Context: an optimization exercise on an open-source flow, tuned for small area. The choices shown serve that exercise and are no tape-out recipe. In this exercise RTL edits were held to simulation tests only and were not proved equivalent to the original. Power and IR drop assume default switching activity.

==> flow/design.v <==
package bpq_pkg;
   localparam int FIELD_VALUE_W = 32;
   localparam int FIELD_PRIO_W  = 8;
   localparam int STATUS_W      = 2;
   localparam int FILL_W        = 5;
   localparam logic OP_PUSH = 1'b0;
   localparam logic OP_POP  = 1'b1;
   localparam logic [STATUS_W-1:0] STATUS_OK    = 2'd0;
   localparam logic [STATUS_W-1:0] STATUS_FULL  = 2'd1;
   localparam logic [STATUS_W-1:0] STATUS_EMPTY = 2'd2;
   typedef struct packed {
      logic accept;
      logic scan_issue;
      logic scan_end;
      logic shift_wr;
      logic finish_pop;
      logic emit;
   } cmd_type;
   typedef struct packed {
      logic req_pop;
      logic full;
      logic empty;
      logic scan_last;
      logic shift_done;
      logic out_free;
   } stat_type;
endpackage
module bpq_ram #(
   parameter int WIDTH = 8,
   parameter int DEPTH = 16,
   localparam int ADDR_W = (DEPTH > 1) ? $clog2(DEPTH) : 1
) (
   input  logic              clock,
   input  logic              wr_en,
   input  logic [ADDR_W-1:0] wr_addr,
   input  logic [WIDTH-1:0]  wr_data,
   input  logic [ADDR_W-1:0] rd_addr,
   output logic [WIDTH-1:0]  rd_data
);
   logic [WIDTH-1:0] mem_ff [DEPTH];
   logic [WIDTH-1:0] rd_data_ff;
   always_ff @(posedge clock) begin
      if (wr_en) begin
         mem_ff[wr_addr] <= wr_data;
      end
      rd_data_ff <= mem_ff[rd_addr];
   end
   assign rd_data = rd_data_ff;
endmodule
module bpq_ctrl (
   input  logic              clock,
   input  logic              reset,
   input  logic              req_valid,
   output logic              req_ready,
   input  bpq_pkg::stat_type stat,
   output bpq_pkg::cmd_type  cmd
);
   localparam logic [2:0] ST_IDLE     = 3'd0;
   localparam logic [2:0] ST_SCAN     = 3'd1;
   localparam logic [2:0] ST_SCAN_END = 3'd2;
   localparam logic [2:0] ST_SH_RD    = 3'd3;
   localparam logic [2:0] ST_SH_WR    = 3'd4;
   localparam logic [2:0] ST_RESULT   = 3'd5;
   logic [2:0] state_ff, state_in;
   assign req_ready = (state_ff == ST_IDLE);
   always_comb begin
      state_in = state_ff;
      cmd      = '0;
      case (state_ff)
         ST_IDLE: begin
            if (req_valid) begin
               cmd.accept = 1'b1;
               if (stat.req_pop && !stat.empty) begin
                  state_in = ST_SCAN;
               end else begin
                  state_in = ST_RESULT;
               end
            end
         end
         ST_SCAN: begin
            cmd.scan_issue = 1'b1;
            if (stat.scan_last) begin
               state_in = ST_SCAN_END;
            end
         end
         ST_SCAN_END: begin
            cmd.scan_end = 1'b1;
            state_in     = ST_SH_RD;
         end
         ST_SH_RD: begin
            if (stat.shift_done) begin
               cmd.finish_pop = 1'b1;
               state_in       = ST_RESULT;
            end else begin
               state_in = ST_SH_WR;
            end
         end
         ST_SH_WR: begin
            cmd.shift_wr = 1'b1;
            state_in     = ST_SH_RD;
         end
         ST_RESULT: begin
            if (stat.out_free) begin
               cmd.emit = 1'b1;
               state_in = ST_IDLE;
            end
         end
         default: begin
            state_in = ST_IDLE;
         end
      endcase
   end
   always_ff @(posedge clock) begin
      if (reset) begin
         state_ff <= ST_IDLE;
      end else begin
         state_ff <= state_in;
      end
   end
endmodule
module bpq_datapath #(
   parameter int QUEUE_DEPTH    = 16,
   parameter int VALUE_WIDTH    = 32,
   parameter int PRIORITY_WIDTH = 8
) (
   input  logic                                     clock,
   input  logic                                     reset,
   input  logic                                     req_opcode,
   input  logic signed [bpq_pkg::FIELD_VALUE_W-1:0] req_value,
   input  logic        [bpq_pkg::FIELD_PRIO_W-1:0]  req_priority,
   input  bpq_pkg::cmd_type                         cmd,
   output bpq_pkg::stat_type                        stat,
   output logic                                     rsp_valid,
   input  logic                                     rsp_ready,
   output logic        [bpq_pkg::STATUS_W-1:0]      rsp_status,
   output logic signed [bpq_pkg::FIELD_VALUE_W-1:0] rsp_out_value,
   output logic        [bpq_pkg::FIELD_PRIO_W-1:0]  rsp_out_priority,
   output logic        [bpq_pkg::FILL_W-1:0]        rsp_fill_count
);
   localparam int SVW = (VALUE_WIDTH < bpq_pkg::FIELD_VALUE_W) ?
                        VALUE_WIDTH : bpq_pkg::FIELD_VALUE_W;
   localparam int SPW = (PRIORITY_WIDTH < bpq_pkg::FIELD_PRIO_W) ?
                        PRIORITY_WIDTH : bpq_pkg::FIELD_PRIO_W;
   localparam int ENT_W = SVW + SPW;
   localparam int CNT_W = $clog2(QUEUE_DEPTH + 1);
   localparam int IDX_W = $clog2(QUEUE_DEPTH);
   logic [CNT_W-1:0] count_ff, count_in;
   logic [CNT_W-1:0] idx_ff, idx_in;
   logic [CNT_W-1:0] idx_m1;
   logic [IDX_W-1:0] best_ff, best_in;
   logic [IDX_W-1:0] rd_idx_ff;
   logic             rd_pend_ff;
   logic [SVW-1:0]   best_val_ff, best_val_in;
   logic [SPW-1:0]   best_pri_ff, best_pri_in;
   logic [bpq_pkg::STATUS_W-1:0] res_status_ff, res_status_in;
   logic [SVW-1:0]               res_val_ff, res_val_in;
   logic [SPW-1:0]               res_pri_ff, res_pri_in;
   logic                              rsp_valid_ff, rsp_valid_in;
   logic [bpq_pkg::STATUS_W-1:0]      out_status_ff;
   logic [bpq_pkg::FIELD_VALUE_W-1:0] out_val_ff;
   logic [bpq_pkg::FIELD_PRIO_W-1:0]  out_pri_ff;
   logic [bpq_pkg::FILL_W-1:0]        out_fill_ff;
   logic             wr_en;
   logic [IDX_W-1:0] wr_addr;
   logic [ENT_W-1:0] wr_data;
   logic [ENT_W-1:0] rd_data;
   logic [SVW-1:0]   rd_val;
   logic [SPW-1:0]   rd_pri;
   bpq_ram #(
      .WIDTH (ENT_W),
      .DEPTH (QUEUE_DEPTH)
   ) u_ram (
      .clock   (clock),
      .wr_en   (wr_en),
      .wr_addr (wr_addr),
      .wr_data (wr_data),
      .rd_addr (idx_ff[IDX_W-1:0]),
      .rd_data (rd_data)
   );
   assign rd_val = rd_data[SVW-1:0];
   assign rd_pri = rd_data[ENT_W-1:SVW];
   assign idx_m1 = idx_ff - CNT_W'(1);
   assign stat.req_pop    = (req_opcode == bpq_pkg::OP_POP);
   assign stat.full       = (count_ff == CNT_W'(QUEUE_DEPTH));
   assign stat.empty      = (count_ff == '0);
   assign stat.scan_last  = (idx_ff == count_ff - CNT_W'(1));
   assign stat.shift_done = (idx_ff == count_ff);
   assign stat.out_free   = !rsp_valid_ff || rsp_ready;
   always_comb begin
      best_in     = best_ff;
      best_val_in = best_val_ff;
      best_pri_in = best_pri_ff;
      if (rd_pend_ff && ((rd_idx_ff == '0) || (rd_pri > best_pri_ff))) begin
         best_in     = rd_idx_ff;
         best_val_in = rd_val;
         best_pri_in = rd_pri;
      end
      idx_in        = idx_ff;
      count_in      = count_ff;
      wr_en         = 1'b0;
      wr_addr       = count_ff[IDX_W-1:0];
      wr_data       = {req_priority[SPW-1:0], req_value[SVW-1:0]};
      res_status_in = res_status_ff;
      res_val_in    = res_val_ff;
      res_pri_in    = res_pri_ff;
      if (cmd.accept) begin
         idx_in     = '0;
         res_val_in = '0;
         res_pri_in = '0;
         if (stat.req_pop) begin
            res_status_in = bpq_pkg::STATUS_EMPTY;
         end else if (stat.full) begin
            res_status_in = bpq_pkg::STATUS_FULL;
         end else begin
            res_status_in = bpq_pkg::STATUS_OK;
            wr_en         = 1'b1;
            count_in      = count_ff + CNT_W'(1);
         end
      end
      if (cmd.scan_issue || cmd.shift_wr) begin
         idx_in = idx_ff + CNT_W'(1);
      end
      if (cmd.scan_end) begin
         idx_in = CNT_W'(best_in) + CNT_W'(1);
      end
      if (cmd.shift_wr) begin
         wr_en   = 1'b1;
         wr_addr = idx_m1[IDX_W-1:0];
         wr_data = rd_data;
      end
      if (cmd.finish_pop) begin
         count_in      = count_ff - CNT_W'(1);
         res_status_in = bpq_pkg::STATUS_OK;
         res_val_in    = best_val_ff;
         res_pri_in    = best_pri_ff;
      end
      rsp_valid_in = rsp_valid_ff;
      if (cmd.emit) begin
         rsp_valid_in = 1'b1;
      end else if (rsp_ready) begin
         rsp_valid_in = 1'b0;
      end
   end
   always_ff @(posedge clock) begin
      if (reset) begin
         count_ff     <= '0;
         rd_pend_ff   <= 1'b0;
         rsp_valid_ff <= 1'b0;
      end else begin
         count_ff     <= count_in;
         rd_pend_ff   <= cmd.scan_issue;
         rsp_valid_ff <= rsp_valid_in;
      end
   end
   always_ff @(posedge clock) begin
      idx_ff        <= idx_in;
      rd_idx_ff     <= idx_ff[IDX_W-1:0];
      best_ff       <= best_in;
      best_val_ff   <= best_val_in;
      best_pri_ff   <= best_pri_in;
      res_status_ff <= res_status_in;
      res_val_ff    <= res_val_in;
      res_pri_ff    <= res_pri_in;
      if (cmd.emit) begin
         out_status_ff <= res_status_ff;
         out_val_ff    <= bpq_pkg::FIELD_VALUE_W'(res_val_ff);
         out_pri_ff    <= bpq_pkg::FIELD_PRIO_W'(res_pri_ff);
         out_fill_ff   <= bpq_pkg::FILL_W'(count_ff);
      end
   end
   assign rsp_valid        = rsp_valid_ff;
   assign rsp_status       = out_status_ff;
   assign rsp_out_value    = out_val_ff;
   assign rsp_out_priority = out_pri_ff;
   assign rsp_fill_count   = out_fill_ff;
endmodule
module bounded_priority_queue_fifo_tiebreak #(
   parameter int QUEUE_DEPTH    = 16,
   parameter int VALUE_WIDTH    = 32,
   parameter int PRIORITY_WIDTH = 8
) (
   input  logic                                     clock,
   input  logic                                     reset,
   input  logic                                     req_valid,
   output logic                                     req_ready,
   input  logic                                     req_opcode,
   input  logic signed [bpq_pkg::FIELD_VALUE_W-1:0] req_in_value,
   input  logic        [bpq_pkg::FIELD_PRIO_W-1:0]  req_in_priority,
   output logic                                     rsp_valid,
   input  logic                                     rsp_ready,
   output logic        [bpq_pkg::STATUS_W-1:0]      rsp_status,
   output logic signed [bpq_pkg::FIELD_VALUE_W-1:0] rsp_out_value,
   output logic        [bpq_pkg::FIELD_PRIO_W-1:0]  rsp_out_priority,
   output logic        [bpq_pkg::FILL_W-1:0]        rsp_fill_count
);
   bpq_pkg::cmd_type  cmd;
   bpq_pkg::stat_type stat;
   bpq_ctrl u_ctrl (
      .clock     (clock),
      .reset     (reset),
      .req_valid (req_valid),
      .req_ready (req_ready),
      .stat      (stat),
      .cmd       (cmd)
   );
   bpq_datapath #(
      .QUEUE_DEPTH    (QUEUE_DEPTH),
      .VALUE_WIDTH    (VALUE_WIDTH),
      .PRIORITY_WIDTH (PRIORITY_WIDTH)
   ) u_datapath (
      .clock            (clock),
      .reset            (reset),
      .req_opcode       (req_opcode),
      .req_value        (req_in_value),
      .req_priority     (req_in_priority),
      .cmd              (cmd),
      .stat             (stat),
      .rsp_valid        (rsp_valid),
      .rsp_ready        (rsp_ready),
      .rsp_status       (rsp_status),
      .rsp_out_value    (rsp_out_value),
      .rsp_out_priority (rsp_out_priority),
      .rsp_fill_count   (rsp_fill_count)
   );
endmodule
==> flow/run.sh <==
#!/bin/bash
# synth_recipe.tcl (not shown) runs the flow's synth.tcl, then flattens the netlist and writes it again
# the make line also repeats each setting of config.mk as NAME=value (left out here)
make -C /OpenROAD-flow-scripts/flow DESIGN_CONFIG=/design/flow/config.mk WORK_HOME=/design/flow/orfs CLKGATE_MAP_FILE= SYNTH_SCRIPT=/design/flow/synth_recipe.tcl finish
==> flow/config.mk <==
export PLATFORM = sky130hd
export DESIGN_NAME = bounded_priority_queue_fifo_tiebreak
export DESIGN_NICKNAME = bounded_priority_queue_fifo_tiebreak
export VERILOG_FILES = /design/flow/design.v
export SDC_FILE = /design/flow/constraint.sdc
export NUM_CORES = 4
export LEC_CHECK = 0
export CAP_MARGIN = 20
export CORE_MARGIN = 2
export CORE_UTILIZATION = 40
export SLEW_MARGIN = 20
==> flow/constraint.sdc <==
create_clock -name core_clock -period 5.0 [get_ports {clock}]
set_input_delay 1.0000 -clock core_clock [delete_from_list [all_inputs] [get_ports {clock}]]
set_output_delay 1.0000 -clock core_clock [all_outputs]
set_load 0.01 [all_outputs]
==> flow_summary.ini, run 1 <==
[clock_tree]
post-cts-setup-buffers = 0
root_buffer = clkbuf_16
tritoncts.num_buffers = 83
clock-sinks = 832
hold_bufs_inserted_after_cts = 0
htree_levels = 3
ctsResizeCount = 0
cts_buffer_depth = 3
cts_tree = done
cts.clk_slew.worst_paths_ps = 60
clock_insertion_delay_worst_skew_ps = 620

[floorplan]
row_cnt = 102
die_h_um = 283
initial_cell_density_of_the_core = 0.403
die_w_um = 283
core_region_area_mm2 = 0.0772
ios = 94
die-area_mm2 = 0.0801

[worst_setup_path]
crit_slowest_cell = nor2_4
critical_path_class = input pin to flop
startpoint_class_of_the_critical_path = input pin
worstPathCellList = clkdlybuf4s50_1 > or4b_1 > nor3_2 > buf_4 > and3_1 > a31oi_1 > nor2_4 > buf_12
timing.critical_path.fanout_max = 15
timing.reg2reg.worst_path_depth = 9
kind_of_end_point_of_the_critical_path = flop
slowest_delay_ps = 670
cp_data_required_time_ps = 5320
crit_arrival_ps = 3800

[route]
total_wire_length_after_detailed_routing_um = 63100
route.vias.total = 13700
post_drt_via_cell_ratio = 5.23
wire_per_inst_um = 24.0
drcViolationCount = 0
detailedRoute.firstIterationViolations = 940
antenna_left = 0
drtPass1Iterations = 5

[worst_hold_path]
min_delay_path_depth = 0
hold_class = flop to flop

[grt]
global_route.usage.total = 0.159
global_route_wire_length_before_repair_um = 95300
grt_start_max_net_pins = 165
grt_antenna_before_repair = 0
vias_in_the_first_global_route = 14700
grt-ovfl-total = 0

[finish]
antenna_cells = 0
fin_area_mm2 = 0.0364
layout-area-overhead-vs-synth_pct = 17.0
fin_util = 0.472
final_nets = 1580
final_layout_size_suffix_gt1_frac = 0.278
final_cells = 2631

[synthesis]
netlist_area_mm2 = 0.0311
synth_cell_types = 54
synth.yosys.warnings = 3
ys_seq_area_frac = 0.783
synth.ff_latch_count = 832
syn-instance-count = 1370
synth_fp_nets = 1429
synth_ff_type = edfxtp_1
syn_avg_cell_area_um2 = 22.7
post_synth_edffs = 772
asyncSetResetFlopFracSynth = 0

[power_and_ir_drop]
final_total_power_w = 0.0190
max-vdd-ir-drop_mv = 0.616
static_leakage_nw = 11.5
p_per_area_mw_per_mm2 = 521

[flow_run]
max-cap-violations = 0

[placement]
placed_area_mm2 = 0.0336
place_congestion = 0.756
dp_cells = 2476
io_buffer_count = 93
dp_hpwl_um = 35800

[sta]
timing.final.crit_share = 0.696
setup-violations-final = 0
worst-slew-pin-transition_ps = 1060
period_needed_ps = 3480
fmax_ghz = 0.287
slew_headroom = 0.290
skew_ps = 19.1
rsz0062_at_grt = no
final_max_slew_viols = 0
hold_viol = 0
fin_tns_setup_ps = 0

[outcome]
status = no timing/DRC/antenna violations
[worst max-delay path, delay by kind of cell]
family / cells / cell delay (ps)
AO/OA/AOI/OAI: 1 / 160
buffers and inverters: 3 / 1000
AND/OR/NAND/NOR: 4 / 1610
[power breakdown]
part	switching, W	internal (W)	total (W)
registers	0.000270	0.00843	0.00870
logic	0.00208	0.00195	0.00403
clock network	0.00257	0.00370	0.00627
total	0.00493	0.0141	0.0190
[area by class of cell]
class	count	area (µm²)
clock buffer	111	2310
clock inverter	44	478
fill	6241	40800
inverter	19	71.3
multi-input combinational	454	6550
sequential	832	24400
tap	1040	1300
timing repair buffer	131	1340
[metal layers]
layer  GRT usage  up-vias  wire (µm)
li1            -     5999          -
met1       0.218     7323      27700
met2       0.263      334      31300
met3      0.0253       91       2860
met4      0.0461        0       1260
met5           0        -          0
[synth_stat cells, types with 7 or more instances]
| cell | n | area share |
|---|---|---|
| xnor2_1 | 11 | 0.0031 |
| nor2_1 | 28 | 0.0034 |
| inv_1 | 18 | 0.0022 |
| ha_1 | 14 | 0.0056 |
| mux4_2 | 200 | 0.14 |
| mux2_2 | 44 | 0.016 |
| a21oi_1 | 16 | 0.0026 |
| nand3_1 | 7 | 0.0011 |
| clkbuf_1 | 34 | 0.0041 |
| nand2_1 | 16 | 0.0019 |
| buf_2 | 20 | 0.0032 |
| nor3_1 | 7 | 0.0011 |
| xor2_1 | 8 | 0.0023 |
| dfxtp_1 | 60 | 0.039 |
| edfxtp_1 | 772 | 0.74 |
| buf_1 | 8 | 0.00096 |
| and2_1 | 41 | 0.0082 |
[cells by family after synthesis]
group,count (synthesis),share of synthesized area
multiplexers,246,0.161
flip-flops,832,0.783
XOR/XNOR,19,0.00534
AO/OA/AOI/OAI,47,0.0106
buffers and inverters,84,0.0113
adder cells (fa/ha/maj),14,0.00563
AND/OR/NAND/NOR,128,0.0230
[cells in the final DEF, fill, tap and decap left out, drive strengths merged, types with 3 or more instances in the layout]
master / instances
edfxtp: 772
clkinvlp: 4
nand2: 16
dfxtp: 60
and2: 41
a21oi: 16
clkinv: 29
bufinv: 8
clkbuf: 111
a31oi: 4
mux2: 44
ha: 14
clkdlybuf4s50: 93
o22ai: 3
nand3: 7
nand4: 4
and3: 3
a21o: 4
nor2: 28
nand2b: 4
inv: 22
mux4: 200
buf: 38
nor2b: 4
nor3b: 3
nor3: 8
xor2: 8
xnor2: 11
[metrics by stage]
step	worst slack (ps)	hold slack, ps
6_report	1520	415
3_5_place_dp	889	405
2_1_floorplan	602	343
3_3_place_gp	900	401
5_1_grt	1380	418
4_1_cts	1480	415
[final timing paths]
kind | start | end | slack (ps)
worst max register to register | u_datapath.count_ff[1]$_SDFFE_PP0P_ | u_datapath.u_ram.mem_ff[0][29]$_DFFE_PP_ | 1730
worst max-delay path | req_valid | u_datapath.u_ram.mem_ff[0][29]$_DFFE_PP_ | 1520
worst min register to register | u_datapath.res_val_ff[15]$_SDFFCE_PN0P_ | u_datapath.out_val_ff[15]$_DFFE_PP_ | 410
worst min-delay path | u_datapath.res_val_ff[15]$_SDFFCE_PN0P_ | u_datapath.out_val_ff[15]$_DFFE_PP_ | 410
[flip-flops by register name, summed over array words and instances, names as in the netlist, 5 cells and up]
name,count
u_datapath.res_pri_ff,8
u_datapath.out_val_ff,32
u_datapath.idx_ff,5
u_datapath.best_val_ff,32
u_datapath.best_pri_ff,8
u_datapath.u_ram.rd_data_ff,40
u_datapath.out_pri_ff,8
u_datapath.res_val_ff,32
u_datapath.out_fill_ff,5
u_datapath.count_ff,5
u_datapath.u_ram.mem_ff,640
==> run 2: changes to the inputs <==
==> flow/design.v (replaced) <==
package bpq_pkg;
   localparam int FIELD_VALUE_W = 32;
   localparam int FIELD_PRIO_W  = 8;
   localparam int STATUS_W      = 2;
   localparam int FILL_W        = 5;
   localparam logic OP_PUSH = 1'b0;
   localparam logic OP_POP  = 1'b1;
   localparam logic [STATUS_W-1:0] STATUS_OK    = 2'd0;
   localparam logic [STATUS_W-1:0] STATUS_FULL  = 2'd1;
   localparam logic [STATUS_W-1:0] STATUS_EMPTY = 2'd2;
endpackage
module bounded_priority_queue_fifo_tiebreak #(
   parameter int QUEUE_DEPTH    = 16,
   parameter int VALUE_WIDTH    = 32,
   parameter int PRIORITY_WIDTH = 8
) (
   input  logic                                     clock,
   input  logic                                     reset,
   input  logic                                     req_valid,
   output logic                                     req_ready,
   input  logic                                     req_opcode,
   input  logic signed [bpq_pkg::FIELD_VALUE_W-1:0] req_in_value,
   input  logic        [bpq_pkg::FIELD_PRIO_W-1:0]  req_in_priority,
   output logic                                     rsp_valid,
   input  logic                                     rsp_ready,
   output logic        [bpq_pkg::STATUS_W-1:0]      rsp_status,
   output logic signed [bpq_pkg::FIELD_VALUE_W-1:0] rsp_out_value,
   output logic        [bpq_pkg::FIELD_PRIO_W-1:0]  rsp_out_priority,
   output logic        [bpq_pkg::FILL_W-1:0]        rsp_fill_count
);
   localparam int VW = 32;
   localparam int PW = 8;
   localparam int EW = VW + PW;
   logic [EW-1:0] ring [16];
   logic [EW-1:0] feed;
   logic [3:0] ph;         
   logic [4:0] count;      
   logic       scan;       
   logic       del;        
   logic       skip;       
   logic       vld;        
   logic [1:0] status;
   logic [PW-1:0] best;    
   logic [VW-1:0] outv;    
   wire [PW-1:0] head_pri = ring[0][EW-1:VW];
   wire [VW-1:0] head_val = ring[0][VW-1:0];
   wire idle   = !(scan || del || vld);
   wire [3:0] want_ph = count[3:0] | {4{req_opcode}};
   assign req_ready = idle && (ph == want_ph);
   wire fire   = req_valid && req_ready;
   wire push_w = fire && !req_opcode && !count[4];
   wire pop_go = fire && req_opcode && (count != 5'd0);
   wire taken  = vld && rsp_ready;
   wire in_use = ({1'b0, ph} < count);
   wire [PW:0] diff = {1'b0, head_pri} + {1'b0, ~best} + {{PW{1'b0}}, del};
   wire better = diff[PW];
   wire hit    = del && !skip && in_use && better;
   wire lap_end = (ph == 4'd15);
   always_comb begin
      if (push_w)
         feed = {req_in_priority, req_in_value};
      else if (del && (skip || hit))
         feed = ring[1];
      else
         feed = ring[0];
   end
   always_ff @(posedge clock) begin
      for (int i = 0; i < 15; i++) ring[i] <= ring[i+1];
      ring[15] <= feed;
   end
   always_ff @(posedge clock) begin
      if (fire) status <= {req_opcode && (count == 5'd0), !req_opcode && count[4]};
   end
   always_ff @(posedge clock) begin
      if (reset) begin
         ph    <= 4'd0;
         count <= 5'd0;
         scan  <= 1'b0;
         del   <= 1'b0;
         skip  <= 1'b0;
         vld   <= 1'b0;
         best  <= '0;
         outv  <= '0;
      end else begin
         ph <= ph + 4'd1;
         if (push_w) count <= count + 5'd1;
         if (del && lap_end) count <= count - 5'd1;
         if (pop_go) scan <= 1'b1;
         else if (lap_end) scan <= 1'b0;
         if (scan && lap_end) del <= 1'b1;
         else if (lap_end) del <= 1'b0;
         if (hit) skip <= 1'b1;
         else if (lap_end) skip <= 1'b0;
         if ((fire && !pop_go) || (del && lap_end)) vld <= 1'b1;
         else if (rsp_ready) vld <= 1'b0;
         if (scan && in_use && better) best <= head_pri;
         else if (taken) best <= '0;
         if (hit) outv <= head_val;
         else if (taken) outv <= '0;
      end
   end
   assign rsp_valid        = vld;
   assign rsp_status       = status;
   assign rsp_out_value    = outv;
   assign rsp_out_priority = best;
   assign rsp_fill_count   = count;
endmodule
==> flow_summary.ini, run 2 <==
[outcome]
status = no timing/DRC/antenna violations

[sta]
fmax_ghz = 0.235
fin_tns_setup_ps = 0
final_max_slew_viols = 0
skew_ps = 15.6
rsz0062_at_grt = no
hold_viol = 0
setup-violations-final = 0
slew_headroom = 0.272
period_needed_ps = 4250
timing.final.crit_share = 0.851
worst-slew-pin-transition_ps = 1090

[synthesis]
synth_fp_nets = 1180
ys_seq_area_frac = 0.852
syn_avg_cell_area_um2 = 14.6
synth.ff_latch_count = 695
syn-instance-count = 1119
synth_ff_type = dfxtp_1
asyncSetResetFlopFracSynth = 0
netlist_area_mm2 = 0.0164
synth_cell_types = 40
yosysTopAreaCell = dfxtp_1
ys_top_cells_by_area = dfxtp_1 85%, nand2_1 2.9%, mux2i_1 2.5%
yosys.area.top_type_share = 0.848
synth.yosys.warnings = 2
most_used_standard_cell_by_instance_count_after_synthesis = dfxtp_1
post_synth_edffs = 2
netlist_top_cells_count = 693 x dfxtp_1, 127 x nand2_1, 50 x nor2_1

[clock_tree]
cts_tree = done
ctsResizeCount = 0
tritoncts.num_buffers = 66
cts.clk_slew.worst_paths_ps = 60
htree_levels = 3
clock-sinks = 695
cts_buffer_depth = 3
root_buffer = clkbuf_16
hold_bufs_inserted_after_cts = 0
post-cts-setup-buffers = 0
clock_insertion_delay_worst_skew_ps = 560

[route]
wire_per_inst_um = 14.3
drtPass1Iterations = 4
drcViolationCount = 0
detailedRoute.firstIterationViolations = 307
total_wire_length_after_detailed_routing_um = 26200
antenna_left = 0
route.vias.total = 7741
post_drt_via_cell_ratio = 4.23

[floorplan]
initial_cell_density_of_the_core = 0.403
die-area_mm2 = 0.0425
ios = 94
row_cnt = 74
die_w_um = 206
die_h_um = 206
core_region_area_mm2 = 0.0406

[worst_setup_path]
critical_path_class = input pin to primary output
reg2reg_to = ring[15][14]$_DFF_P_
timing.reg2reg.worst_path_depth = 8
cp_data_required_time_ps = 4000
startpoint_of_the_worst_slack_reg_to_reg_timing_path = count[1]$_SDFFE_PP0P_
slowest_delay_ps = 560
critPathLaunch = req_opcode
crit_arrival_ps = 3250
timing.critical_path.fanout_max = 11
crit_top_cell = clkdlybuf4s50_1
critical_path_capture_point = req_ready
kind_of_end_point_of_the_critical_path = primary output
worstPathCellList = clkdlybuf4s50_1 > or3_1 > a2111oi_2 > o211a_1 > clkdlybuf4s50_1
crit_slowest_cell = clkdlybuf4s50_1
startpoint_class_of_the_critical_path = input pin
ff2ff_setup_slack_ps = 1960

[worst_hold_path]
hold_class = flop to flop

[finish]
final_common_cell = dfxtp_1
antenna_cells = 0
final_layout_size_suffix_gt1_frac = 0.0908
biggestRegsByFlops = ring (640), outv (32), best (8)
layout-area-overhead-vs-synth_pct = 23.2
final_nets = 1316
max_reg_flops = 640
layout.cells.most_common_list = 693 x dfxtp_1, 127 x nand2_1, 92 x clkdlybuf4s50_1
final_cells = 1831
largest-register = ring

[placement]
io_buffer_count = 93
dp_hpwl_um = 15100
dp_cells = 1718
place_congestion = 0.722

[grt]
grt_antenna_before_repair = 0
global_route.usage.total = 0.127
grt-ovfl-total = 0
global_route_wire_length_before_repair_um = 40900
grt_start_max_net_pins = 54
vias_in_the_first_global_route = 7550

[power_and_ir_drop]
static_leakage_nw = 8.22
max-vdd-ir-drop_mv = 0.248
p_per_area_mw_per_mm2 = 545

[flow_run]
max-cap-violations = 0
run 2: worst min-delay path by stage:
stage | from | to | cells after the start
4_1_cts | ring[7][22]$_DFF_P_ | ring[6][22]$_DFF_P_ | 0
3_3_place_gp | ring[8][25]$_DFF_P_ | ring[7][25]$_DFF_P_ | 0
5_1_grt | ring[13][16]$_DFF_P_ | ring[12][16]$_DFF_P_ | 0
6_report | ring[7][22]$_DFF_P_ | ring[6][22]$_DFF_P_ | 0
3_5_place_dp | ring[14][8]$_DFF_P_ | ring[13][8]$_DFF_P_ | 0
2_1_floorplan | ring[11][0]$_DFF_P_ | ring[10][0]$_DFF_P_ | 0
run 2: layout make-up:
type	count	area, µm²
tap	532	666
timing repair buffer	100	1010
clock buffer	90	1950
clock inverter	22	278
fill	3490	20400
inverter	17	63.8
sequential	695	13900
multi-input combinational	375	2250
run 2: cell families (layout without fill, tap and decap cells):
kind of cell    count (synthesis)  count (layout)  synth area share
flops                         695             695             0.852
simple gates                  240             240            0.0649
compound gates                 70              70            0.0278
buf+inv                        49             229            0.0132
mux                            41              41            0.0251
fa+ha+maj                      16              16            0.0127
xor+xnor                        8               8           0.00428
run 2: power by group:
group          leakage (nW)  switching, W  internal (W)  total, W
combinational          1.43     0.0000621     0.0000640  0.000126
sequential             5.69     0.0000720       0.00579   0.00586
clock                  1.11       0.00197       0.00303   0.00500
run 2: through the flow:
stage / instance area (µm²) / total power [W] / setup WS, ps / util / hold WS, ps
final: 20200 / 0.0110 / 746 / 0.497 / 315
after global routing: 20200 / 0.0114 / 631 / 0.497 / 324
after CTS: 20100 / 0.0111 / 738 / 0.496 / 318
after detailed placement: 17900 / 0.00611 / 740 / 0.441 / 312
after global placement: 17900 / 0.00610 / 796 / 0.441 / 310
after floorplan: 16400 / 0.00601 / 2050 / - / 310
run 2: worst max-delay path: cells and delay by family:
kind | cells | cell delay [ps]
AO/OA/AOI/OAI | 2 | 770
buffers and inverters | 2 | 1100
AND/OR/NAND/NOR | 1 | 380
run 2: routing by layer:
metal  wire length, µm  GRT usage
met5                 0          0
met3              1250     0.0353
met2             11000      0.180
met4               671     0.0582
met1             13400      0.178
==> run 3: changes to the inputs <==
==> flow/design.v (replaced) <==
package bpq_pkg;
   localparam int FIELD_VALUE_W = 32;
   localparam int FIELD_PRIO_W  = 8;
   localparam int STATUS_W      = 2;
   localparam int FILL_W        = 5;
   localparam logic OP_PUSH = 1'b0;
   localparam logic OP_POP  = 1'b1;
   localparam logic [STATUS_W-1:0] STATUS_OK    = 2'd0;
   localparam logic [STATUS_W-1:0] STATUS_FULL  = 2'd1;
   localparam logic [STATUS_W-1:0] STATUS_EMPTY = 2'd2;
endpackage
module bounded_priority_queue_fifo_tiebreak #(
   parameter int QUEUE_DEPTH    = 16,
   parameter int VALUE_WIDTH    = 32,
   parameter int PRIORITY_WIDTH = 8
) (
   input  logic                                     clock,
   input  logic                                     reset,
   input  logic                                     req_valid,
   output logic                                     req_ready,
   input  logic                                     req_opcode,
   input  logic signed [bpq_pkg::FIELD_VALUE_W-1:0] req_in_value,
   input  logic        [bpq_pkg::FIELD_PRIO_W-1:0]  req_in_priority,
   output logic                                     rsp_valid,
   input  logic                                     rsp_ready,
   output logic        [bpq_pkg::STATUS_W-1:0]      rsp_status,
   output logic signed [bpq_pkg::FIELD_VALUE_W-1:0] rsp_out_value,
   output logic        [bpq_pkg::FIELD_PRIO_W-1:0]  rsp_out_priority,
   output logic        [bpq_pkg::FILL_W-1:0]        rsp_fill_count
);
   localparam int VW = 32;
   localparam int PW = 8;
   localparam int EW = VW + PW;
   logic [EW-1:0] stg [15];
   logic [EW-1:0] head;
   logic [EW-1:0] feed;
   logic [3:0] q;          
   logic [4:0] count;      
   logic       scan;       
   logic       del;        
   logic       frz;        
   logic       vld;        
   logic       wr;         
   logic [1:0] status;
   logic [PW-1:0] best;    
   wire [PW-1:0] s0_pri = stg[0][EW-1:VW];
   wire idle    = !(scan || del || vld || frz);
   assign req_ready = req_opcode ? (idle && (q == 4'd15)) : (wr || (idle && count[4]));
   wire fire    = req_valid && req_ready;
   wire push_ok = fire && !req_opcode && !count[4];
   wire pop_go  = fire && req_opcode && (count != 5'd0);
   wire in_use  = ({1'b0, q} < count);
   wire [PW:0] diff = {1'b0, s0_pri} + {1'b0, ~best} + {{PW{1'b0}}, del};
   wire better  = diff[PW];
   wire mark    = del && !frz && in_use && better;
   wire lap_end = (q == 4'd15);
   wire wrap14  = frz && !del && (q == 4'd14);
   logic [3:0] q_n;
   logic [4:0] count_n;
   logic       scan_n, del_n, frz_n, vld_n;
   always_comb begin
      q_n     = wrap14 ? 4'd0 : q + 4'd1;
      count_n = count;
      if (push_ok) count_n = count + 5'd1;
      if (del && lap_end) count_n = count - 5'd1;
      scan_n  = pop_go || (scan && !lap_end);
      del_n   = (scan && lap_end) || (del && !lap_end);
      frz_n   = mark || (frz && !(wrap14 && (!vld || rsp_ready)));
      vld_n   = (fire && !pop_go) || (del && lap_end) || (vld && !rsp_ready);
      if (reset) begin
         q_n     = 4'd0;
         count_n = 5'd0;
         scan_n  = 1'b0;
         del_n   = 1'b0;
         frz_n   = 1'b0;
         vld_n   = 1'b0;
      end
   end
   wire idle_n = !(scan_n || del_n || vld_n || frz_n);
   wire sel_h = !wr && !frz;
   wire sel_s = frz;
   assign feed = ({EW{wr}} & {req_in_priority, req_in_value}) |
                 ({EW{sel_s}} & stg[0]) | ({EW{sel_h}} & head);
   always_ff @(posedge clock) begin
      for (int i = 0; i < 14; i++) stg[i] <= stg[i+1];
      stg[14] <= feed;
      if (!frz) head <= stg[0];
   end
   always_ff @(posedge clock) begin
      if (fire) status <= {req_opcode && (count == 5'd0), !req_opcode && count[4]};
   end
   always_ff @(posedge clock) begin
      q     <= q_n;
      count <= count_n;
      scan  <= scan_n;
      del   <= del_n;
      frz   <= frz_n;
      vld   <= vld_n;
      wr    <= idle_n && ((q_n - 4'd1) == count_n[3:0]) && !count_n[4];
      if (reset || (vld && rsp_ready)) best <= '0;
      else if (scan && in_use && better) best <= s0_pri;
   end
   assign rsp_valid        = vld;
   assign rsp_status       = status;
   assign rsp_out_value    = head[VW-1:0] & {VW{frz}};
   assign rsp_out_priority = best;
   assign rsp_fill_count   = count;
endmodule
--- a/flow/config.mk
+++ b/flow/config.mk
@@ -8,4 +8,6 @@
 export CAP_MARGIN = 20
 export CORE_MARGIN = 2
 export CORE_UTILIZATION = 40
+export CTS_CLUSTER_DIAMETER = 100
+export CTS_CLUSTER_SIZE = 30
 export SLEW_MARGIN = 20
==> flow_summary.ini, run 3 <==
[outcome]
status = no timing/DRC/antenna violations

[worst_setup_path]
cp_data_required_time_ps = 4000
slowest_delay_ps = 940
worstPathCellList = buf_4 > and2_1 > clkdlybuf4s50_1
critical_path_buf_inv_count = 2
top_delay_family_on_crit_path = buffers and inverters
timing.reg2reg.worst_path_depth = 9
kind_of_end_point_of_the_critical_path = primary output
startpoint_class_of_the_critical_path = flop
critical_path_depth = 3
crit_arrival_ps = 2760
crit_slowest_cell = dfxtp_2
critical_path_class = flop to primary output
timing.critical_path.fanout_max = 46

[placement]
dp_hpwl_um = 12900
place_congestion = 0.731
io_buffer_count = 93
dp_worst_setup_slack_ps = 1510

[clock_tree]
cts_tree = done
hold_bufs_inserted_after_cts = 0
ctsResizeCount = 0
htree_levels = 1
cts_buffer_depth = 3
root_buffer = clkbuf_16
clock-sinks = 664
post-cts-setup-buffers = 0
cts.clk_slew.worst_paths_ps = 100
tritoncts.num_buffers = 26
clock_insertion_delay_worst_skew_ps = 570

[grt]
grt_start_max_net_pins = 47
grt-ovfl-total = 0
global_route.usage.total = 0.104
grt_antenna_before_repair = 0
global_route_wire_length_before_repair_um = 34100
vias_in_the_first_global_route = 6458

[sta]
hold_viol = 0
timing.final.crit_share = 0.752
rsz0062_at_grt = no
final_max_slew_viols = 0
period_needed_ps = 3760
worst-slew-pin-transition_ps = 929
fin_tns_setup_ps = 0
finalWorstSetupSlack_ps = 1240
slew_headroom = 0.381
setup-violations-final = 0
fmax_ghz = 0.266
skew_ps = 20.2

[power_and_ir_drop]
max-vdd-ir-drop_mv = 0.269
p_per_area_mw_per_mm2 = 478
static_leakage_nw = 7.09

[floorplan]
core_region_area_mm2 = 0.0386
row_cnt = 72
die_w_um = 202
ios = 94
initial_cell_density_of_the_core = 0.405
die-area_mm2 = 0.0407
die_h_um = 202

[finish]
antenna_cells = 0
biggestRegsByFlops = stg (600), head (40), best (8)
max_reg_flops = 600
final_common_cell = dfxtp_1
layout.cells.most_common_list = 620 x dfxtp_1, 93 x clkdlybuf4s50_1, 84 x nand2_1
num-fill-cells = 3332
layout-area-overhead-vs-synth_pct = 14.7
final_nets = 1147
final_layout_size_suffix_gt1_frac = 0.0445
largest-register = stg

[synthesis]
most_used_standard_cell_by_instance_count_after_synthesis = dfxtp_1
netlist_area_mm2 = 0.0156
post_synth_edffs = 42
syn-instance-count = 982
ys_seq_area_frac = 0.876
ys_top_cells_by_area = dfxtp_1 80%, edfxtp_1 8.1%, nand2_1 2.0%
yosysTopAreaCell = dfxtp_1
synth_ff_type = dfxtp_1
synth.yosys.warnings = 2
synth_fp_nets = 1044
syn_avg_cell_area_um2 = 15.9
synth_cell_types = 52
asyncSetResetFlopFracSynth = 0
synth.ff_latch_count = 664
netlist_top_cells_count = 622 x dfxtp_1, 84 x nand2_1, 42 x edfxtp_1
yosys.area.top_type_share = 0.796

[route]
detailedRoute.firstIterationViolations = 283
total_wire_length_after_detailed_routing_um = 21400
drcViolationCount = 0
drtPass1Iterations = 4
antenna_left = 0
route.vias.total = 6699
post_drt_via_cell_ratio = 4.14
wire_per_inst_um = 13.2

[worst_hold_path]
min_delay_path_depth = 0
hold_class = flop to flop

[flow_run]
max-cap-violations = 0
run 3: changes by cell type in the layout (fill, tap and decap cells not counted), sizes merged, moves of 31 or more:
cell / change
dfxtp: -71
nand2b: -39
nand2: -43
a22oi: +39
clkbuf: -48
edfxtp: +40
a31oi: -39
and2: +31
run 3: kinds of logic (layout without fill, tap and decap cells):
group	count (synthesis)	count (layout)	synth area share
xor+xnor	7	7	0.00392
compound gates	69	69	0.0346
buf+inv	42	160	0.0113
flops	664	664	0.876
fa+ha+maj	17	17	0.0136
mux	13	13	0.00848
simple gates	170	170	0.0518
run 3: through the flow:
stage	instance area, µm²	std cells	util	hold slack (ps)	total power [W]
global route	18000	1618	0.465	309	0.00898
finish	18000	1618	0.465	310	0.00859
CTS	18000	1618	0.465	310	0.00873
floorplan	15600	982	-	310	0.00605
detailed placement	17200	1575	0.444	312	0.00619
global placement	17200	1575	0.444	310	0.00617
run 3: layout make-up:
class                      count  area (µm²)  share of cell area
tap                          518         648              0.0361
sequential                   664       13700               0.764
clock buffer                  42         753              0.0420
multi-input combinational    276        1770              0.0984
inverter                      20        77.6             0.00432
clock inverter                 1        30.0             0.00167
timing repair buffer          97         961              0.0535
run 3: layer usage:
| layer | global-route usage | vias up | wire (µm) |
|---|---|---|---|
| met5 | 0 | - | 0 |
| met4 | 0.0318 | 0 | 442 |
| met3 | 0.0195 | 31 | 748 |
| met2 | 0.154 | 87 | 8920 |
| met1 | 0.156 | 3196 | 11300 |
| li1 | - | 3385 | - |
run 3: worst paths after layout:
path / from / to / slack (ps)
worst max-delay path: frz$_DFF_P_ / rsp_out_value[30] / 1240
worst min-delay path: stg[11][6]$_DFF_P_ / stg[10][6]$_DFF_P_ / 310
worst max register to register: q[0]$_DFF_P_ / wr$_DFF_P_ / 2580
worst min register to register: stg[11][6]$_DFF_P_ / stg[10][6]$_DFF_P_ / 310
run 3: worst register-to-register path: stages, from the launching register on:
cell	delay, ps
dfxtp_1	470
inv_1	100
ha_1	200
and4b_1	220
a21o_1	230
or2_2	310
ha_1	290
xor2_1	160
o211ai_1	120
nor4_2	250
run 3: power by group:
group / switching [W] / leakage, nW / internal [W]
sequential: 0.000126 / 5.56 / 0.00575
clock: 0.00147 / 0.373 / 0.00106
combinational: 0.0000954 / 1.16 / 0.0000941
==> run 4: changes to the inputs <==
==> flow/flow/run.sh (new file) <==
#!/bin/bash
# The standard layout, with the smallest buffer (buf_1) on every input and
# output port instead of the one buffer_ports picks by default.
set -euo pipefail
export BUFFER_PORTS_ARGS="-buffer_cell sky130_fd_sc_hd__buf_1"
bash standard.sh > standard.log 2>&1
==> flow/standard.sh (new file) <==
#!/bin/bash
# synth_recipe.tcl (not shown) runs the flow's synth.tcl, then flattens the netlist and writes it again
# the make line also repeats each setting of config.mk as NAME=value (left out here)
make -C /OpenROAD-flow-scripts/flow DESIGN_CONFIG=/design/flow/config.mk WORK_HOME=/design/flow/orfs CLKGATE_MAP_FILE= SYNTH_SCRIPT=/design/flow/synth_recipe.tcl "${@:-finish}"
removed: flow/run.sh
==> flow_summary.ini, run 4 <==
[power_and_ir_drop]
share_of_total_power_consumed_by_net_switching = 0.200
comb_power_share = 0.019
max-vdd-ir-drop_mv = 0.251
internal_power_w = 0.00681
share_seq_of_total_power = 0.690
p_switching_w = 0.00170
clockPowerShare = 0.291
static_leakage_nw = 6.85
p_per_area_mw_per_mm2 = 491

[sta]
slew_headroom = 0.407
setup-violations-final = 0
hold_viol = 0
final_max_slew_viols = 0
fin_tns_setup_ps = 0
skew_ps = 23.7
timing.final.crit_share = 0.619
period_needed_ps = 3090
rsz0062_at_grt = no
worst-slew-pin-transition_ps = 890
timing.hold.ws_ps = 304
fmax_ghz = 0.323

[clock_tree]
htree_levels = 1
hold_bufs_inserted_after_cts = 0
clock-sinks = 664
post-cts-setup-buffers = 0
root_buffer = clkbuf_16
cts.clk_slew.worst_paths_ps = 110
ctsResizeCount = 0
clock_insertion_delay_worst_skew_ps = 580
cts_tree = done
cts_buffer_depth = 3
tritoncts.num_buffers = 26

[synthesis]
synth_ff_type = dfxtp_1
synth.ff_latch_count = 664
most_used_standard_cell_by_instance_count_after_synthesis = dfxtp_1
synth_cell_types = 52
syn_avg_cell_area_um2 = 15.9
netlist_area_mm2 = 0.0156
netlist_top_cells_count = 622 x dfxtp_1, 84 x nand2_1, 42 x edfxtp_1
asyncSetResetFlopFracSynth = 0
yosys.area.top_type_share = 0.796
post_synth_edffs = 42
synth.yosys.warnings = 2
yosysTopAreaCell = dfxtp_1
ys_seq_area_frac = 0.876
synth_fp_nets = 1044
syn-instance-count = 982
ys_top_cells_by_area = dfxtp_1 80%, edfxtp_1 8.1%, nand2_1 2.0%

[floorplan]
die_h_um = 202
die_w_um = 202
row_cnt = 72
core_region_area_mm2 = 0.0386
initial_cell_density_of_the_core = 0.405
die-area_mm2 = 0.0407
ios = 94

[worst_setup_path]
crit_arrival_ps = 2090
crit_slowest_cell = dfxtp_1
top_delay_family_on_crit_path = flip-flops
startpoint_class_of_the_critical_path = flop
critical_path_class = flop to primary output
cp_data_required_time_ps = 4000
timing.critical_path.fanout_max = 6
worstPathCellList = ha_1 > nand3_1 > nand2b_1 > a21oi_1 > buf_1
slowest_delay_ps = 470
kind_of_end_point_of_the_critical_path = primary output
critical_path_buf_inv_count = 1

[grt]
vias_in_the_first_global_route = 6590
global_route.usage.total = 0.104
grt-ovfl-total = 0
global_route_wire_length_before_repair_um = 34300
grt_start_max_net_pins = 78
grt_antenna_before_repair = 0

[finish]
antenna_cells = 0
biggestRegsByFlops = stg (600), head (40), best (8)
max_reg_flops = 600
layout.cells.most_common_list = 620 x dfxtp_1, 93 x buf_1, 84 x nand2_1
final_layout_size_suffix_gt1_frac = 0.0455
layout-area-overhead-vs-synth_pct = 10.8
final_nets = 1148
largest-register = stg
final_common_cell = dfxtp_1
num-fill-cells = 3471

[route]
antenna_left = 0
drcViolationCount = 0
wire_per_inst_um = 13.1
route.vias.total = 6739
detailedRoute.firstIterationViolations = 264
post_drt_via_cell_ratio = 4.17
drtPass1Iterations = 4
total_wire_length_after_detailed_routing_um = 21200

[worst_hold_path]
hold_class = flop to flop

[placement]
io_buffer_count = 93
dp_hpwl_um = 12400
place_congestion = 0.727

[flow_run]
max-cap-violations = 0

[outcome]
status = no timing/DRC/antenna violations
==> run 4: cell counts after synthesis <==
Identical to the previous run, type by type.
==> run 4: path summary, 6_finish.rpt <==
check             slack, ps                  to               start  cells after the start
setup reg to reg       2560          wr$_DFF_P_        q[0]$_DFF_P_                      9
hold reg to reg         300  stg[4][11]$_DFF_P_  stg[5][11]$_DFF_P_                      0
hold / removal          300  stg[4][11]$_DFF_P_  stg[5][11]$_DFF_P_                      0
setup / recovery       1910           req_ready        q[0]$_DFF_P_                      5
==> run 4: per-stage QoR <==
stage / util / instance area [µm²] / power (W) / cells / setup WS [ps]
after global placement: 0.429 / 16600 / 0.00615 / 1576 / 2190
after detailed placement: 0.429 / 16600 / 0.00616 / 1576 / 2150
after floorplan: - / 15600 / 0.00605 / 982 / 2510
after CTS: 0.449 / 17300 / 0.00865 / 1617 / 1860
after global routing: 0.449 / 17300 / 0.00890 / 1617 / 1740
final: 0.449 / 17300 / 0.00851 / 1617 / 1910
==> run 4: final cells by class <==
class | instances | area, µm² | share of cell area
repair buffers | 98 | 387 | 0.0223
inverters | 20 | 75.1 | 0.00433
multi-input cells | 276 | 1770 | 0.102
flip-flops and latches | 664 | 13700 | 0.791
well taps | 518 | 648 | 0.0374
clock buffers | 38 | 696 | 0.0401
clock inverters | 3 | 51.3 | 0.00296
==> run 4: per-layer routing <==
metal  GRT usage  vias to the layer above  part of all wire
met3      0.0227                       34             0.035
met5           0                        -                 0
met2       0.150                       94              0.41
li1            -                     3381                 -
met1       0.158                     3230              0.53
met4      0.0297                        0             0.025
==> run 4: kinds of logic (layout without fill, tap and decap cells) <==
kind of cell	count (synthesis)	in the layout	synth area share
DFF	664	664	0.876
and+or+nand+nor	170	170	0.0518
AOI/OAI and AO/OA	69	69	0.0346
buffers and inverters	42	159	0.0113
adders and majority gates	17	17	0.0136
muxes	13	13	0.00848
xor gates and xnor gates	7	7	0.00392
==> run 4: power by group through the flow <==
stage	clock, W	sequential [W]	combinational, W
final	0.00247	0.00587	0.000165
after global routing	0.00279	0.00592	0.000189
after CTS	0.00260	0.00588	0.000168
after detailed placement	0	0.00600	0.000165
after global placement	0	0.00598	0.000165
after floorplan	0	0.00594	0.000114
==> run 5: changes to the inputs <==
--- a/flow/design.v
+++ b/flow/design.v
@@ -84,7 +84,8 @@
    always_ff @(posedge clock) begin
       for (int i = 0; i < 14; i++) stg[i] <= stg[i+1];
       stg[14] <= feed;
-      if (!frz) head <= stg[0];
+      head[EW-1:VW] <= stg[0][EW-1:VW];
+      if (!frz) head[VW-1:0] <= stg[0][VW-1:0];
    end
    always_ff @(posedge clock) begin
       if (fire) status <= {req_opcode && (count == 5'd0), !req_opcode && count[4]};
--- a/flow/config.mk
+++ b/flow/config.mk
@@ -8,6 +8,7 @@
 export CAP_MARGIN = 20
 export CORE_MARGIN = 2
 export CORE_UTILIZATION = 40
+export CTS_BUF_LIST = sky130_fd_sc_hd__clkbuf_8
 export CTS_CLUSTER_DIAMETER = 100
-export CTS_CLUSTER_SIZE = 30
+export CTS_CLUSTER_SIZE = 18
 export SLEW_MARGIN = 20
==> flow_summary.ini, run 5 <==
[route]
antenna_left = 0
drtPass1Iterations = 5
detailedRoute.firstIterationViolations = 269
post_drt_via_cell_ratio = 4.18
route.vias.total = 6887
drcViolationCount = 0
total_wire_length_after_detailed_routing_um = 22000
wire_per_inst_um = 13.3

[placement]
io_buffer_count = 93
place_congestion = 0.768
dp_hpwl_um = 12900

[sta]
rsz0062_at_grt = no
worst-slew-pin-transition_ps = 1000
fmax_ghz = 0.304
fin_tns_setup_ps = 0
period_needed_ps = 3280
skew_ps = 17.6
timing.final.crit_share = 0.657
timing.hold.ws_ps = 320
final_max_slew_viols = 0
setup-violations-final = 0
slew_headroom = 0.333
hold_viol = 0

[grt]
global_route.usage.total = 0.111
grt-ovfl-total = 0
vias_in_the_first_global_route = 6742
grt_antenna_before_repair = 0
grt_start_max_net_pins = 60
global_route_wire_length_before_repair_um = 35200

[finish]
num-fill-cells = 3486
final_nets = 1172
multi_input_gate_area_mm2 = 0.00180
final_layout_size_suffix_gt1_frac = 0.0524
biggestRegsByFlops = stg (600), head (40), best (8)
layout-area-overhead-vs-synth_pct = 10.2
max_reg_flops = 600
final_common_cell = dfxtp_1
fin_util = 0.446
largest-register = stg
layout.cells.most_common_list = 628 x dfxtp_1, 93 x buf_1, 86 x nand2_1
final-seq-area_mm2 = 0.0136

[worst_setup_path]
worstPathCellList = buf_4 > a211oi_1 > a21oi_1 > buf_1
top_delay_family_on_crit_path = flip-flops
critical_path_buf_inv_count = 2
crit_arrival_ps = 2280
critical_path_class = flop to primary output
timing.critical_path.fanout_max = 23
slowest_delay_ps = 780
cp_data_required_time_ps = 4000
startpoint_class_of_the_critical_path = flop
crit_slowest_cell = dfxtp_2
kind_of_end_point_of_the_critical_path = primary output

[worst_hold_path]
hold_class = flop to flop

[synthesis]
synth.yosys.warnings = 2
synth.ff_latch_count = 664
ys_top_cells_by_area = dfxtp_1 81%, edfxtp_1 6.5%, nand2_1 2.1%
yosys.area.top_type_share = 0.808
asyncSetResetFlopFracSynth = 0
netlist_top_cells_count = 630 x dfxtp_1, 86 x nand2_1, 40 x a22oi_1
synth_ff_type = dfxtp_1
syn-instance-count = 994
synth_cell_types = 52
ys_seq_area_frac = 0.873
most_used_standard_cell_by_instance_count_after_synthesis = dfxtp_1
synth_fp_nets = 1056
netlist_area_mm2 = 0.0156
post_synth_edffs = 34
yosysTopAreaCell = dfxtp_1
syn_avg_cell_area_um2 = 15.7

[clock_tree]
root_buffer = clkbuf_8
cts.clk_slew.worst_paths_ps = 110
htree_levels = 2
post-cts-setup-buffers = 0
hold_bufs_inserted_after_cts = 0
cts_tree = done
clock_insertion_delay_worst_skew_ps = 610
tritoncts.num_buffers = 42
ctsResizeCount = 0
clock-sinks = 664
cts_buffer_depth = 3

[flow_run]
max-cap-violations = 0

[power_and_ir_drop]
final_total_power_w = 0.00824
share_seq_of_total_power = 0.708
static_leakage_nw = 6.90
internal_power_w = 0.00657
p_per_area_mw_per_mm2 = 479
comb_power_share = 0.016
share_of_total_power_consumed_by_net_switching = 0.202
p_switching_w = 0.00166
clockPowerShare = 0.276
max-vdd-ir-drop_mv = 0.240

[outcome]
status = no timing/DRC/antenna violations

[floorplan]
die-area_mm2 = 0.0406
ios = 94
die_h_um = 202
die_w_um = 202
core_region_area_mm2 = 0.0386
row_cnt = 72
initial_cell_density_of_the_core = 0.405
[run 5: cell count changes in the layout (fill, tap and decap cells not counted), sizes merged, moves of 4 or more]
cell	change
clkbuf	+5
a211oi	-6
xnor2	-4
inv	+16
o21ai	+4
dfxtp	+8
edfxtp	-8
[run 5: cells by family after synthesis]
group / count (synthesis) / synth area share
flops: 664 / 0.873
simple gates: 181 / 0.0567
compound gates: 70 / 0.0332
buf+inv: 44 / 0.0120
fa+ha+maj: 17 / 0.0136
mux: 12 / 0.00770
xor+xnor: 6 / 0.00337
[run 5: worst paths after layout]
check                startpoint            endpoint  slack [ps]  depth (start not counted)
max reg2reg          wr$_DFF_P_          wr$_DFF_P_        2270                          7
min reg2reg  stg[11][0]$_DFF_P_  stg[10][0]$_DFF_P_         320                          0
min          stg[11][0]$_DFF_P_  stg[10][0]$_DFF_P_         320                          0
max                  wr$_DFF_P_           req_ready        1720                          4
[run 5: final cells by class]
| type | count | share of cell area |
|---|---|---|
| Antenna cell | 1 | 0.000145 |
| Clock buffer | 43 | 0.0344 |
| Clock inverter | 18 | 0.00466 |
| Inverter | 20 | 0.00436 |
| Multi-Input combinational cell | 286 | 0.104 |
| Sequential cell | 664 | 0.793 |
| Tap cell | 518 | 0.0377 |
| Timing Repair Buffer | 96 | 0.0216 |
[run 5: metrics by stage]
| step | cell area (µm²) | std cells | setup slack (ps) |
|---|---|---|---|
| floorplan | 15600 | 994 | 2490 |
| global placement | 16500 | 1584 | 2010 |
| detailed placement | 16500 | 1584 | 1900 |
| CTS | 17200 | 1645 | 1640 |
| global route | 17200 | 1645 | 1530 |
| finish | 17200 | 1646 | 1720 |
[run 5: routing by layer]
metal  wire length [µm]  global-route usage  share of wire
met1              11200               0.158           0.51
met4                533              0.0502          0.024
met2               9190               0.160           0.42
met5                  0                   0              0
met3                987              0.0277          0.045
[run 5: power groups by stage]
stage	combinational (W)	clock, W	sequential, W
6_report	0.000128	0.00227	0.00583
2_1_floorplan	0.0000842	0	0.00590
5_1_grt	0.000146	0.00261	0.00588
3_5_place_dp	0.000128	0	0.00596
3_3_place_gp	0.000127	0	0.00595
4_1_cts	0.000130	0.00241	0.00584
==> run 6: changes to the inputs <==
==> flow/design.v (replaced) <==
package bpq_pkg;
   localparam int FIELD_VALUE_W = 32;
   localparam int FIELD_PRIO_W  = 8;
   localparam int STATUS_W      = 2;
   localparam int FILL_W        = 5;
   localparam logic OP_PUSH = 1'b0;
   localparam logic OP_POP  = 1'b1;
   localparam logic [STATUS_W-1:0] STATUS_OK    = 2'd0;
   localparam logic [STATUS_W-1:0] STATUS_FULL  = 2'd1;
   localparam logic [STATUS_W-1:0] STATUS_EMPTY = 2'd2;
endpackage
module bounded_priority_queue_fifo_tiebreak #(
   parameter int QUEUE_DEPTH    = 16,
   parameter int VALUE_WIDTH    = 32,
   parameter int PRIORITY_WIDTH = 8
) (
   input  logic                                     clock,
   input  logic                                     reset,
   input  logic                                     req_valid,
   output logic                                     req_ready,
   input  logic                                     req_opcode,
   input  logic signed [bpq_pkg::FIELD_VALUE_W-1:0] req_in_value,
   input  logic        [bpq_pkg::FIELD_PRIO_W-1:0]  req_in_priority,
   output logic                                     rsp_valid,
   input  logic                                     rsp_ready,
   output logic        [bpq_pkg::STATUS_W-1:0]      rsp_status,
   output logic signed [bpq_pkg::FIELD_VALUE_W-1:0] rsp_out_value,
   output logic        [bpq_pkg::FIELD_PRIO_W-1:0]  rsp_out_priority,
   output logic        [bpq_pkg::FILL_W-1:0]        rsp_fill_count
);
   localparam int VW = 32;
   localparam int PW = 8;
   localparam int EW = VW + PW;
   logic [EW-1:0] stg [15];
   logic [EW-1:0] head;
   logic [EW-1:0] feed;
   logic [3:0] p;          
   logic       out;        
   logic       sc;         
   logic [4:0] count;      
   logic       vld;        
   wire [PW-1:0] s0_pri = stg[0][EW-1:VW];
   wire          pop    = req_opcode;
   wire          empty  = (count == 5'd0);
   wire          p0     = (p == 4'd0);
   wire          go     = req_valid && !vld;
   logic gt;
   always_comb begin
      gt = 1'b0;
      for (int i = 0; i < PW; i++)
         gt = (req_in_priority[i] && !s0_pri[i]) || (gt && (req_in_priority[i] || !s0_pri[i]));
   end
   wire place  = (p0 && !sc && (empty || gt)) ||
                 (sc && !p0 && ((p == count[3:0]) || gt)) ||
                 (sc && p0);
   wire ins    = go && !pop && !count[4] && place;
   wire freeze = go && !pop && !count[4] && !place && !out && p0;
   wire take   = go && pop && !empty && (out ? p0 : (p == 4'd1));
   wire swap   = take && out;
   wire hold   = (out && !ins && !swap) || freeze || (take && !out);
   assign req_ready = !vld && (pop ? (empty || (out ? p0 : (p == 4'd1)))
                                   : (count[4] || place));
   wire fire = req_valid && req_ready;
   wire keep = !ins && !hold;
   assign feed = ({EW{ins}} & {req_in_priority, req_in_value}) |
                 ({EW{hold}} & stg[0]) | ({EW{keep}} & head);
   always_ff @(posedge clock) begin
      for (int i = 0; i < 14; i++) stg[i] <= stg[i+1];
      stg[14] <= feed;
      if (!hold) head <= stg[0];
   end
   always_ff @(posedge clock) begin
      if (reset) begin
         p     <= 4'd0;
         out   <= 1'b0;
         sc    <= 1'b0;
         count <= 5'd0;
         vld   <= 1'b0;
      end else begin
         if (take)
            p <= p;
         else if (ins && !(sc && p0))
            p <= p + 4'd2;
         else if (out && !ins && (p == 4'd14))
            p <= 4'd0;
         else
            p <= p + 4'd1;
         if (ins || (fire && pop && empty)) out <= 1'b0;
         else if (freeze || take) out <= 1'b1;
         if (ins || (vld && rsp_ready)) sc <= 1'b0;
         else if ((go && !pop && !count[4] && p0 && !sc) || (fire && !pop && count[4])) sc <= 1'b1;
         if (ins) count <= count + 5'd1;
         else if (take) count <= count - 5'd1;
         if (fire) vld <= 1'b1;
         else if (rsp_ready) vld <= 1'b0;
      end
   end
   assign rsp_valid        = vld;
   assign rsp_status       = {empty && !out, sc};
   assign rsp_out_value    = head[VW-1:0] & {VW{out}};
   assign rsp_out_priority = head[EW-1:VW] & {PW{out}};
   assign rsp_fill_count   = count;
endmodule
--- a/flow/config.mk
+++ b/flow/config.mk
@@ -10,5 +10,5 @@
 export CORE_UTILIZATION = 40
 export CTS_BUF_LIST = sky130_fd_sc_hd__clkbuf_8
 export CTS_CLUSTER_DIAMETER = 100
-export CTS_CLUSTER_SIZE = 18
+export CTS_CLUSTER_SIZE = 20
 export SLEW_MARGIN = 20
==> flow_summary.ini, run 6 <==
[synthesis]
syn_avg_cell_area_um2 = 16.7
synth.yosys.warnings = 2
yosysTopAreaCell = dfxtp_1
synth.ff_latch_count = 652
most_used_standard_cell_by_instance_count_after_synthesis = dfxtp_1
synth_fp_nets = 970
ys_seq_area_frac = 0.879
syn-instance-count = 916
synth_cell_types = 49
netlist_top_cells_count = 612 x dfxtp_1, 42 x and2_1, 40 x a221o_1, 40 x and3_1, 40 x edfxtp_1
yosys.area.top_type_share = 0.801
post_synth_edffs = 40
synth_ff_type = dfxtp_1
netlist_area_mm2 = 0.0153
ys_top_cells_by_area = dfxtp_1 80%, edfxtp_1 7.9%, a221o_1 2.6%
asyncSetResetFlopFracSynth = 0

[route]
antenna_left = 0
post_drt_via_cell_ratio = 4.27
drcViolationCount = 0
detailedRoute.firstIterationViolations = 301
route.vias.total = 6651
total_wire_length_after_detailed_routing_um = 22700
drt-met1-wl_um = 11700
routed-wl-met3_um = 1150
wire_per_inst_um = 14.6
route.met2.wl_um = 9350
top_routing_layer_in_use = met4
drtPass1Iterations = 5

[finish]
layout-area-overhead-vs-synth_pct = 9.81
antenna_cells = 0
largest-register = stg
biggestRegsByFlops = stg (600), head (40), count (5)
final_layout_size_suffix_gt1_frac = 0.0488
num-fill-cells = 3390
max_reg_flops = 600
final_common_cell = dfxtp_1
final_nets = 1080
fin_area_mm2 = 0.0168
layout.cells.most_common_list = 611 x dfxtp_1, 93 x buf_1, 42 x and2_1

[power_and_ir_drop]
static_leakage_nw = 6.87
p_per_area_mw_per_mm2 = 670
final_total_power_w = 0.0112
max-vdd-ir-drop_mv = 0.293

[worst_setup_path]
ff2ff_setup_slack_ps = 1590
startpoint_class_of_the_critical_path = flop
crit_arrival_ps = 2700
critPathLaunch = p[0]$_SDFFE_PP0P_
critical_path_class = flop to primary output
reg2reg_to = head[26]$_DFFE_PP_
critical_path_capture_point = req_ready
startpoint_of_the_worst_slack_reg_to_reg_timing_path = p[0]$_SDFFE_PP0P_
timing.reg2reg.worst_path_depth = 9
cp_data_required_time_ps = 4000
kind_of_end_point_of_the_critical_path = primary output
timing.critical_path.fanout_max = 6

[sta]
rsz0062_at_grt = no
fin_tns_setup_ps = 0
period_needed_ps = 3700
slew_headroom = 0.301
timing.final.crit_share = 0.739
worst-slew-pin-transition_ps = 1050
setup-violations-final = 0
fmax_ghz = 0.271
skew_ps = 34.5
final_max_slew_viols = 0
hold_viol = 0

[grt]
global_route.usage.total = 0.115
global_route_wire_length_before_repair_um = 34800
grt_antenna_before_repair = 0
grt_start_max_net_pins = 47
grt-ovfl-total = 0
vias_in_the_first_global_route = 6411

[clock_tree]
htree_levels = 2
hold_bufs_inserted_after_cts = 0
post-cts-setup-buffers = 0
cts.clk_slew.worst_paths_ps = 120
ctsResizeCount = 0
tritoncts.num_buffers = 38
cts_tree = done
cts_buffer_depth = 3
clock_insertion_delay_worst_skew_ps = 600
root_buffer = clkbuf_8
clock-sinks = 652

[floorplan]
initial_cell_density_of_the_core = 0.406
row_cnt = 71
die_w_um = 200
ios = 94
core_region_area_mm2 = 0.0377
die_h_um = 200
die-area_mm2 = 0.0398

[placement]
place_congestion = 0.763
placed_area_mm2 = 0.0162
dp_hpwl_um = 12800
io_buffer_count = 93

[worst_hold_path]
hold_class = flop to flop

[flow_run]
max-cap-violations = 0

[outcome]
status = no timing/DRC/antenna violations
## run 6: kinds of logic (layout without fill, tap and decap cells)
group                    Yosys count  count (layout)  synth area share
multiplexers                       4               4           0.00262
buffers and inverters             36             165            0.0120
flip-flops                       652             652             0.879
adder cells (fa/ha/maj)           10              10           0.00851
AO/OA/AOI/OAI                     76              76            0.0433
XOR/XNOR                           9               9           0.00515
AND/OR/NAND/NOR                  129             129            0.0489
## run 6: power breakdown
group	leakage, nW	switching [W]	internal (W)	total, W
Combinational	0.941	0.000682	0.000491	0.00117
Clock	0.381	0.00144	0.000734	0.00218
Sequential	5.55	0.000606	0.00730	0.00790
Total	6.87	0.00273	0.00852	0.0112
## run 6: how the worst min path moves through the flow
stage | start | to | slack, ps | cells past startpoint
2_1_floorplan | stg[1][0]$_DFF_P_ | stg[0][0]$_DFF_P_ | 310 | 0
3_3_place_gp | stg[4][1]$_DFF_P_ | stg[3][1]$_DFF_P_ | 310 | 0
3_5_place_dp | stg[11][8]$_DFF_P_ | stg[10][8]$_DFF_P_ | 310 | 0
4_1_cts | stg[5][14]$_DFF_P_ | stg[4][14]$_DFF_P_ | 320 | 0
5_1_grt | stg[5][14]$_DFF_P_ | stg[4][14]$_DFF_P_ | 320 | 0
6_report | stg[6][38]$_DFF_P_ | stg[5][38]$_DFF_P_ | 310 | 0
## run 6: stage by stage
step | std cells | setup WS, ps | utilization | hold WS [ps]
6_report | 1556 | 1300 | 0.446 | 315
5_1_grt | 1556 | 1130 | 0.446 | 325
4_1_cts | 1556 | 1260 | 0.446 | 316
3_5_place_dp | 1497 | 1210 | 0.429 | 312
3_3_place_gp | 1497 | 1210 | 0.429 | 310
2_1_floorplan | 916 | 1330 | - | 310
## run 6: metal layers
metal  global-route usage  up-vias
li1                     -     3247
met1                0.169     3235
met2                0.162      135
met3               0.0280       34
met4               0.0447        0
met5                    0        -
## run 6: final cells by class
| class | count | area, µm² | share of cell area |
|---|---|---|---|
| multi-input cells | 228 | 1670 | 0.0994 |
| flip-flops and latches | 652 | 13500 | 0.801 |
| well taps | 511 | 639 | 0.0381 |
| clock inverters | 20 | 83.8 | 0.00499 |
| clock buffers | 39 | 537 | 0.0320 |
| repair buffers | 97 | 379 | 0.0226 |
| inverters | 9 | 35.0 | 0.00209 |
## run 6: worst max-delay path, cell delays in order (launching register included)
cell and delay [ps]:
dfxtp_1 460, inv_1 130, ha_1 240, and2_1 200
a31oi_1 230, nor2_1 90, o41ai_1 430, nor2_1 150
buf_1 160

-- re-timing with driven ports --
The flow's constraints put no driver on any port. The routed layouts listed below were extracted and timed again, unchanged, in two steps. Step 1 sets driving cells, clkbuf_16 on the clock port and buf_2 on the other inputs (assumed; they add their load-dependent delay and slew). Step 2 moves the port delays by t, midway between the first and last clock arrival at a register: inputs arrive t later, outputs are due t later. That takes back most of the time a late clock gives input paths. Slacks: ideal ports / drivers / drivers and shift; pairs: ideal ports / drivers.
run	t (ns)	setup WS [ns]	hold slack, ns	cell pins on the clock port's net
run 1	0.678	1.520 / 1.559 / 0.881	0.415 / 0.415 / 0.415	1
run 2	0.606	0.746 / 0.725 / 0.725	0.315 / 0.315 / 0.315	1
run 3	0.609	1.240 / 1.190 / 1.460	0.310 / 0.310 / 0.310	1
run 4	0.615	1.906 / 1.857 / 2.115	0.304 / 0.304 / 0.304	1
run 5	0.645	1.715 / 1.671 / 1.898	0.320 / 0.320 / 0.320	1
run 6	0.631	1.305 / 1.259 / 1.010	0.315 / 0.315 / 0.315	1
After both steps setup and hold are still met in every run listed. For run 1, which loses most, drivers alone change the setup slack by +0.039 ns; drivers and shift together by -0.639 ns.
